This is an optimization exercise on Yosys and OpenROAD, whose aim is small area, not a production implementation. The RTL was checked by simulation tests, not by an equivalence proof against the original design. Power and IR drop assume default switching activity.

`flow/constraint.sdc`:
```
create_clock -name core_clock -period 12.0 [get_ports {clk}]
set_input_delay 2.4000 -clock core_clock [delete_from_list [all_inputs] [get_ports {clk}]]
set_output_delay 2.4000 -clock core_clock [all_outputs]
set_load 0.01 [all_outputs]
```
`flow/config.mk`:
```
export PLATFORM = sky130hd
export DESIGN_NAME = board_updater
export DESIGN_NICKNAME = board_updater
export VERILOG_FILES = /design/flow/design.v
export SDC_FILE = /design/flow/constraint.sdc
export NUM_CORES = 4
export LEC_CHECK = 0
export CAP_MARGIN = 20
export CORE_AREA = 5 5 295 295
export DIE_AREA = 0 0 300 300
export SLEW_MARGIN = 20
```
`flow/run.sh`:
```
#!/bin/bash
# synth_recipe.tcl (not shown) runs the flow's synth.tcl, then flattens the netlist and writes it again
# the make line also repeats each setting of config.mk as NAME=value (left out here)
make -C /OpenROAD-flow-scripts/flow DESIGN_CONFIG=/design/flow/config.mk WORK_HOME=/design/flow/orfs CLKGATE_MAP_FILE= SYNTH_SCRIPT=/design/flow/synth_recipe.tcl finish
```
`flow/design.v`:
```
package piece_pkg;
	localparam int KIND_W = 6;  
	localparam int CODE_W = 6;  
	localparam int KIND_CODE_W = CODE_W - 1;
	typedef enum logic [KIND_W-1:0] {
		KIND_PAWN   = 6'b000001,
		KIND_ROOK   = 6'b000010,
		KIND_KNIGHT = 6'b000100,
		KIND_BISHOP = 6'b001000,
		KIND_QUEEN  = 6'b010000,
		KIND_KING   = 6'b100000
	} piece_kind_e;
	typedef enum logic [KIND_CODE_W-1:0] {
		CODE_KNIGHT = 5'b00001,
		CODE_PAWN   = 5'b00010,
		CODE_KING   = 5'b00100,
		CODE_BISHOP = 5'b01000,
		CODE_ROOK   = 5'b10000,
		CODE_QUEEN  = 5'b11000
	} kind_code_e;
	localparam logic [CODE_W-1:0] EMPTY_CODE = '0;
	localparam logic COLOR_WHITE = 1'b1;
	localparam logic COLOR_BLACK = 1'b0;
endpackage
package board_pkg;
	localparam int NUM_SQUARES = 64;
	localparam int RANK_LEN = 8;  
	typedef enum logic [2:0] {
		MOVE_NONE    = 3'd0,  
		MOVE_QUIET   = 3'd1,
		MOVE_CAPTURE = 3'd2,
		UNDO_QUIET   = 3'd3,
		UNDO_CAPTURE = 3'd4
	} move_kind_e;
endpackage
module piece_encoder (
	input  logic [piece_pkg::KIND_W-1:0] kind,
	input  logic                         color,
	output logic [piece_pkg::CODE_W-1:0] code,
	output logic                         valid
);
	always_comb begin
		valid = 1'b1;
		case (kind)
			piece_pkg::KIND_PAWN:
				code = {color, piece_pkg::CODE_PAWN};
			piece_pkg::KIND_ROOK:
				code = {color, piece_pkg::CODE_ROOK};
			piece_pkg::KIND_KNIGHT:
				code = {color, piece_pkg::CODE_KNIGHT};
			piece_pkg::KIND_BISHOP:
				code = {color, piece_pkg::CODE_BISHOP};
			piece_pkg::KIND_QUEEN:
				code = {color, piece_pkg::CODE_QUEEN};
			piece_pkg::KIND_KING:
				code = {color, piece_pkg::CODE_KING};
			'0:
				code = piece_pkg::EMPTY_CODE;  
			default: begin
				code  = piece_pkg::EMPTY_CODE;  
				valid = 1'b0;
			end
		endcase
	end
endmodule
module move_classifier #(
	parameter int NUM_SQUARES = board_pkg::NUM_SQUARES,
	parameter int RANK_LEN    = board_pkg::RANK_LEN
) (
	input  logic                         clk,
	input  logic                         arst_n,
	input  logic                         enable,
	input  logic                         color_type,
	input  logic                         undo,
	input  logic [NUM_SQUARES-1:0]       initial_position,
	input  logic [NUM_SQUARES-1:0]       moved_position,
	input  logic [piece_pkg::KIND_W-1:0] moving_piece,
	input  logic [piece_pkg::KIND_W-1:0] captured_piece,
	output logic                         s1_valid,
	output logic [NUM_SQUARES-1:0]       s1_origin,
	output logic [NUM_SQUARES-1:0]       s1_dest,
	output logic [piece_pkg::CODE_W-1:0] s1_origin_code,
	output logic [piece_pkg::CODE_W-1:0] s1_dest_code
);
	logic [piece_pkg::CODE_W-1:0] mover_code;
	logic [piece_pkg::CODE_W-1:0] captured_code;
	logic [piece_pkg::CODE_W-1:0] queen_code;
	logic [piece_pkg::CODE_W-1:0] origin_code;
	logic [piece_pkg::CODE_W-1:0] dest_code;
	logic                         mover_valid;
	logic                         captured_valid;
	logic                         move_ok;
	logic                         far_rank;
	logic                         promote;
	board_pkg::move_kind_e        move_kind;
	piece_encoder u_mover_enc (
		.kind  (moving_piece),
		.color (color_type),
		.code  (mover_code),
		.valid (mover_valid)
	);
	piece_encoder u_captured_enc (
		.kind  (captured_piece),
		.color (~color_type),  
		.code  (captured_code),
		.valid (captured_valid)
	);
	assign move_ok = enable && $onehot(initial_position) && $onehot(moved_position) &&
		(initial_position != moved_position) && mover_valid && (|moving_piece) &&
		captured_valid;
	always_comb begin
		if (!move_ok)
			move_kind = board_pkg::MOVE_NONE;
		else if (undo)
			move_kind = (|captured_piece) ? board_pkg::UNDO_CAPTURE : board_pkg::UNDO_QUIET;
		else
			move_kind = (|captured_piece) ? board_pkg::MOVE_CAPTURE : board_pkg::MOVE_QUIET;
	end
	always_comb begin
		far_rank = 1'b0;
		case (color_type)
			piece_pkg::COLOR_WHITE: far_rank = |moved_position[NUM_SQUARES-1 -: RANK_LEN];
			piece_pkg::COLOR_BLACK: far_rank = |moved_position[RANK_LEN-1:0];
		endcase
	end
	assign promote = (moving_piece == piece_pkg::KIND_PAWN) && far_rank &&
		(move_kind == board_pkg::MOVE_QUIET || move_kind == board_pkg::MOVE_CAPTURE);
	assign queen_code = {color_type, piece_pkg::CODE_QUEEN};
	always_comb begin
		origin_code = piece_pkg::EMPTY_CODE;
		dest_code   = piece_pkg::EMPTY_CODE;
		case (move_kind)
			board_pkg::MOVE_QUIET, board_pkg::MOVE_CAPTURE:
				dest_code = promote ? queen_code : mover_code;
			board_pkg::UNDO_QUIET:
				origin_code = mover_code;
			board_pkg::UNDO_CAPTURE: begin
				origin_code = mover_code;
				dest_code   = captured_code;  
			end
			default: ;
		endcase
	end
	always_ff @(posedge clk or negedge arst_n) begin
		if (!arst_n)
			s1_valid <= 1'b0;
		else
			s1_valid <= (move_kind != board_pkg::MOVE_NONE);
	end
	always_ff @(posedge clk) begin
		s1_origin      <= initial_position;
		s1_dest        <= moved_position;
		s1_origin_code <= origin_code;
		s1_dest_code   <= dest_code;
	end
endmodule
module square_writer #(
	parameter int NUM_SQUARES = board_pkg::NUM_SQUARES
) (
	input  logic                                           clk,
	input  logic                                           arst_n,
	input  logic                                           s1_valid,
	input  logic [NUM_SQUARES-1:0]                         s1_origin,
	input  logic [NUM_SQUARES-1:0]                         s1_dest,
	input  logic [piece_pkg::CODE_W-1:0]                   s1_origin_code,
	input  logic [piece_pkg::CODE_W-1:0]                   s1_dest_code,
	output logic [NUM_SQUARES-1:0]                         square_en,
	output logic [NUM_SQUARES-1:0][piece_pkg::CODE_W-1:0] square_code
);
	logic [NUM_SQUARES-1:0]                         next_en;
	logic [NUM_SQUARES-1:0][piece_pkg::CODE_W-1:0] next_code;
	assign next_en = s1_valid ? (s1_origin | s1_dest) : '0;
	for (genvar i = 0; i < NUM_SQUARES; i++) begin : g_square
		always_comb begin
			if (s1_valid && s1_origin[i])
				next_code[i] = s1_origin_code;
			else if (s1_valid && s1_dest[i])
				next_code[i] = s1_dest_code;
			else
				next_code[i] = piece_pkg::EMPTY_CODE;  
		end
	end
	always_ff @(posedge clk or negedge arst_n) begin
		if (!arst_n) begin
			square_en   <= '0;
			square_code <= '0;
		end else begin
			square_en   <= next_en;
			square_code <= next_code;
		end
	end
endmodule
module board_updater #(
	parameter int NUM_SQUARES = board_pkg::NUM_SQUARES,
	parameter int RANK_LEN    = board_pkg::RANK_LEN
) (
	input  logic                                           clk,
	input  logic                                           arst_n,
	input  logic                                           enable,
	input  logic                                           color_type,  
	input  logic                                           undo,
	input  logic [NUM_SQUARES-1:0]                         initial_position,
	input  logic [NUM_SQUARES-1:0]                         moved_position,
	input  logic [piece_pkg::KIND_W-1:0]                   moving_piece,
	input  logic [piece_pkg::KIND_W-1:0]                   captured_piece,
	output logic [NUM_SQUARES-1:0]                         square_en,
	output logic [NUM_SQUARES-1:0][piece_pkg::CODE_W-1:0] square_code
);
	logic                         s1_valid;
	logic [NUM_SQUARES-1:0]       s1_origin;
	logic [NUM_SQUARES-1:0]       s1_dest;
	logic [piece_pkg::CODE_W-1:0] s1_origin_code;
	logic [piece_pkg::CODE_W-1:0] s1_dest_code;
	move_classifier #(
		.NUM_SQUARES (NUM_SQUARES),
		.RANK_LEN    (RANK_LEN)
	) u_classifier (
		.clk              (clk),
		.arst_n           (arst_n),
		.enable           (enable),
		.color_type       (color_type),
		.undo             (undo),
		.initial_position (initial_position),
		.moved_position   (moved_position),
		.moving_piece     (moving_piece),
		.captured_piece   (captured_piece),
		.s1_valid         (s1_valid),
		.s1_origin        (s1_origin),
		.s1_dest          (s1_dest),
		.s1_origin_code   (s1_origin_code),
		.s1_dest_code     (s1_dest_code)
	);
	square_writer #(
		.NUM_SQUARES (NUM_SQUARES)
	) u_writer (
		.clk            (clk),
		.arst_n         (arst_n),
		.s1_valid       (s1_valid),
		.s1_origin      (s1_origin),
		.s1_dest        (s1_dest),
		.s1_origin_code (s1_origin_code),
		.s1_dest_code   (s1_dest_code),
		.square_en      (square_en),
		.square_code    (square_code)
	);
endmodule
```
==> summary.txt <==
-- through the flow --
step                      hold slack (ps)  setup slack (ps)  area [um2]  total power [mW]  cells
after floorplan                       506              3170       27300              3.71   2918
final                                 590              2640       36400              6.50   4547
after global routing                  614              2330       36400              6.97   4543
after CTS                             587              2610       36300              6.57   4532
after global placement                583              2060       34000              4.34   4404
after detailed placement              583              2000       34000              4.37   4404
-- cells by family after synthesis --
family,Yosys count,share of synthesized area
compound gates,481,0.0968
buf+inv,406,0.0564
simple gates,1222,0.212
xor+xnor,73,0.0234
mux,2,0.000780
fa+ha+maj,145,0.0961
flops,589,0.515
-- synthesized netlist by cell type (3+ instances only) --
master	instances	area share
o21ai_0	387	0.071
o21a_1	64	0.018
dfrtp_1	449	0.41
fa_1	108	0.079
nand3_1	5	0.00092
clkbuf_1	188	0.026
xor2_1	8	0.0026
o32ai_1	5	0.0016
nand3b_1	4	0.0011
nor2b_1	5	0.0011
ha_1	35	0.016
nor2_1	13	0.0018
a211oi_1	5	0.0014
nand2_1	764	0.11
buf_1	14	0.0019
buf_2	5	0.00092
dfxtp_1	140	0.10
inv_1	197	0.027
a22oi_1	3	0.00083
nor4_1	7	0.0016
nand4b_1	3	0.00096
nand4_1	18	0.0041
nor4b_1	5	0.0016
a21oi_1	6	0.0011
xnor2_1	65	0.021
and2_1	383	0.088
-- cell type report --
cell class | instances | area share
multi-input combinational | 1923 | 0.321
tap | 1080 | 0.0371
antenna | 14 | 0.000963
sequential | 589 | 0.387
clock buffer | 102 | 0.0550
clock inverter | 26 | 0.00939
timing repair buffer | 616 | 0.169
inverter | 197 | 0.0203
-- registers in the layout, summed over array words and instances, names as in the netlist --
register,cells
u_writer.square_code,384
u_classifier.s1_dest,64
u_classifier.s1_origin,64
u_writer.square_en,64
u_classifier.s1_dest_code,6
u_classifier.s1_origin_code,6
u_classifier.s1_valid,1
-- worst max-delay path: stages --
cell and delay [ps]:
clkdlybuf4s50_1 460, ha_1 370, inv_1 70, fa_1 470, inv_1 50, fa_1 490, fa_1 560, fa_1 450
fa_1 520, fa_1 530, inv_1 50, fa_1 450, fa_1 490, inv_1 50, fa_1 400, fa_1 450
nor4b_1 310, nand4_1 180, nor4_4 390, nand3b_2 290, a2111oi_1 370
-- report_power, final --
part	internal, mW	switching [mW]
Combinational	0.991	1.28
Clock	1.31	0.858
Sequential	2.00	0.0593
Total	4.31	2.20
-- layer usage --
layer	wire [um]	track usage	up-vias	part of all wire
met5	67	0	-	0.00063
met1	45200	0.306	10400	0.42
li1	-	-	10100	-
met4	4050	0.0909	10	0.038
met2	50700	0.381	752	0.47
met3	7220	0.0479	181	0.067
-- worst paths after layout --
kind / startpoint / to / cells after the start
setup reg to reg: u_classifier.s1_valid / u_writer.square_code[71] / 3
min in group asynchronous: arst_n / u_writer.square_code[315] / 1
max in group asynchronous: arst_n / u_writer.square_code[161] / 3
setup / recovery: initial_position[62] / u_classifier.s1_origin_code[5] / 21
hold reg to reg: u_classifier.s1_dest[60] / u_writer.square_en[60] / 1
hold / removal: u_classifier.s1_dest[60] / u_writer.square_en[60] / 1
==> summary.md <==
| Metric | Value |
|---|---|
| Most common cell after layout, fill and taps aside | nand2_1 |
| Core Util, Final | 0.435 |
| Routed vias | 21,500 |
| Status | no timing/DRC/antenna violations |
| DIE AREA | 90,000 um2 |
| Final ANT Viol Nets | 0 |
| Worst skew pair latency | 610 ps |
| Crit. End Element | register |
| Fin crit period | 9360 ps |
| CTS tree | built |
| Most frequent cells in the layout | nand2_1 (764), clkdlybuf4s50_1 (591), dfrtp_1 (448) |
| F_max | 0.107 GHz |
| First-pass GRT wire length | 154,000 um |
| WP data arrival | 9830 ps |
| H-tree Lvls | 3 |
| Net Count, Synth | 3,206 |
| CTS max path bufs | 3 |
| First-pass DRT Iterations | 5 |
| Post-CTS Hold Fix Bufs | 0 |
| Post-CTS Setup Inserts | 0 |
| Post-Route WL | 107,000 um |
| Final setup TNS | 0 ps |
| Grt ovf | 0 |
| RSZ-0062 raised after global routing | no |
| Post-Synthesis Cell Area | 27,300 um2 |
| Ys flop type | dfrtp_1 |
| Asr flop ratio synth | 0.762 |
| Clock sinks | 589 |
| Area delta synth->final | 33.4% |
| Fin. Hold Viols | 0 |
| Register area share after synthesis | 0.515 |
| Worst Setup Start Kind | input port |
| Filler cells | 7,959 |
| CTS buffer count | 70 |
| Die height | 300 um |
| Period utilisation layout | 0.780 |
| Post-cts sizing count | 0 |
| Post-synthesis register bit count | 589 |
| Count of final max-slew check failures | 0 |
| Worst-path fanout max | 13 |
| Total core area | 83,600 um2 |
| Buffers on Ports | 592 |
| Final setup fails | 0 |
| Layout cells sized above 1 | 0.0446 |
| Die Wd | 300 um |
| P per Cell Area | 179 nW/um2 |
| Vias in the first global route | 21,500 |
| Synthesis Warnings | 3 |
| Clk_skew | 28.6 ps |
| MaxCap Viol Count | 0 |
| Post-DP HPWL | 77,000 um |
| Initial antenna violation count | 21 |
| # DRC | 0 |
| Clk slew on worst S/H paths | 60 ps |
| Root buf cell | clkbuf_16 |
| Multi-input gate area | 11,700 um2 |
| Slew @ Worst Pin | 958 ps |
| Flip-flop and latch area | 14,100 um2 |
| I/O pin cnt | 593 |
| Starting Density | 0.326 |
| Drt initial violations | 1,696 |
| Critical path class | input port to register |
| Gpl congestion | 0.868 |
| Nets | 3,685 |
| WL/cell | 23.6 um |
| Slew Limit Headroom | 0.361 |
| Via/cell ratio | 4.72 |
| Max VDD drop | 0.321 mV |
| Avg Cell Area, Syn | 9.34 um2 |
| Post-Synthesis Cells | 2,918 |
| Num rows | 106 |
| WP data required | 12,460 ps |
| Tot GR Track Use | 0.233 |
| Leak pwr | 15.4 nW |
| Post-synth EDFFs | 0 |
| Class of the worst hold path | register to register |
| Worst R2R Setup Slack | 9380 ps |
| Distinct cell type count after synthesis | 52 |
| Largest net degree at the start of global routing | 129 |

==> what the ideal ports hide <==
The flow's constraints put no driver on any port. The routed layout listed below was extracted and timed again, unchanged, in two steps.
Step 1, drivers: a clkbuf_16 drives clk and a buf_2 each remaining input, both assumed.
Step 2 also shifts input and output timing later by t, the mid clock arrival at the registers, as if the neighbouring blocks saw the same clock.
Three values: ideal, step 1, step 2; two values: the first two.
t, ns: 0.657
setup slack, ns: 2.638 / 2.673 / 2.016
cell pins on the clock port's net: 1
After both steps this run still meets setup and hold. The setup slack of this run moves by +0.035 ns with the drivers and by -0.622 ns with both steps.
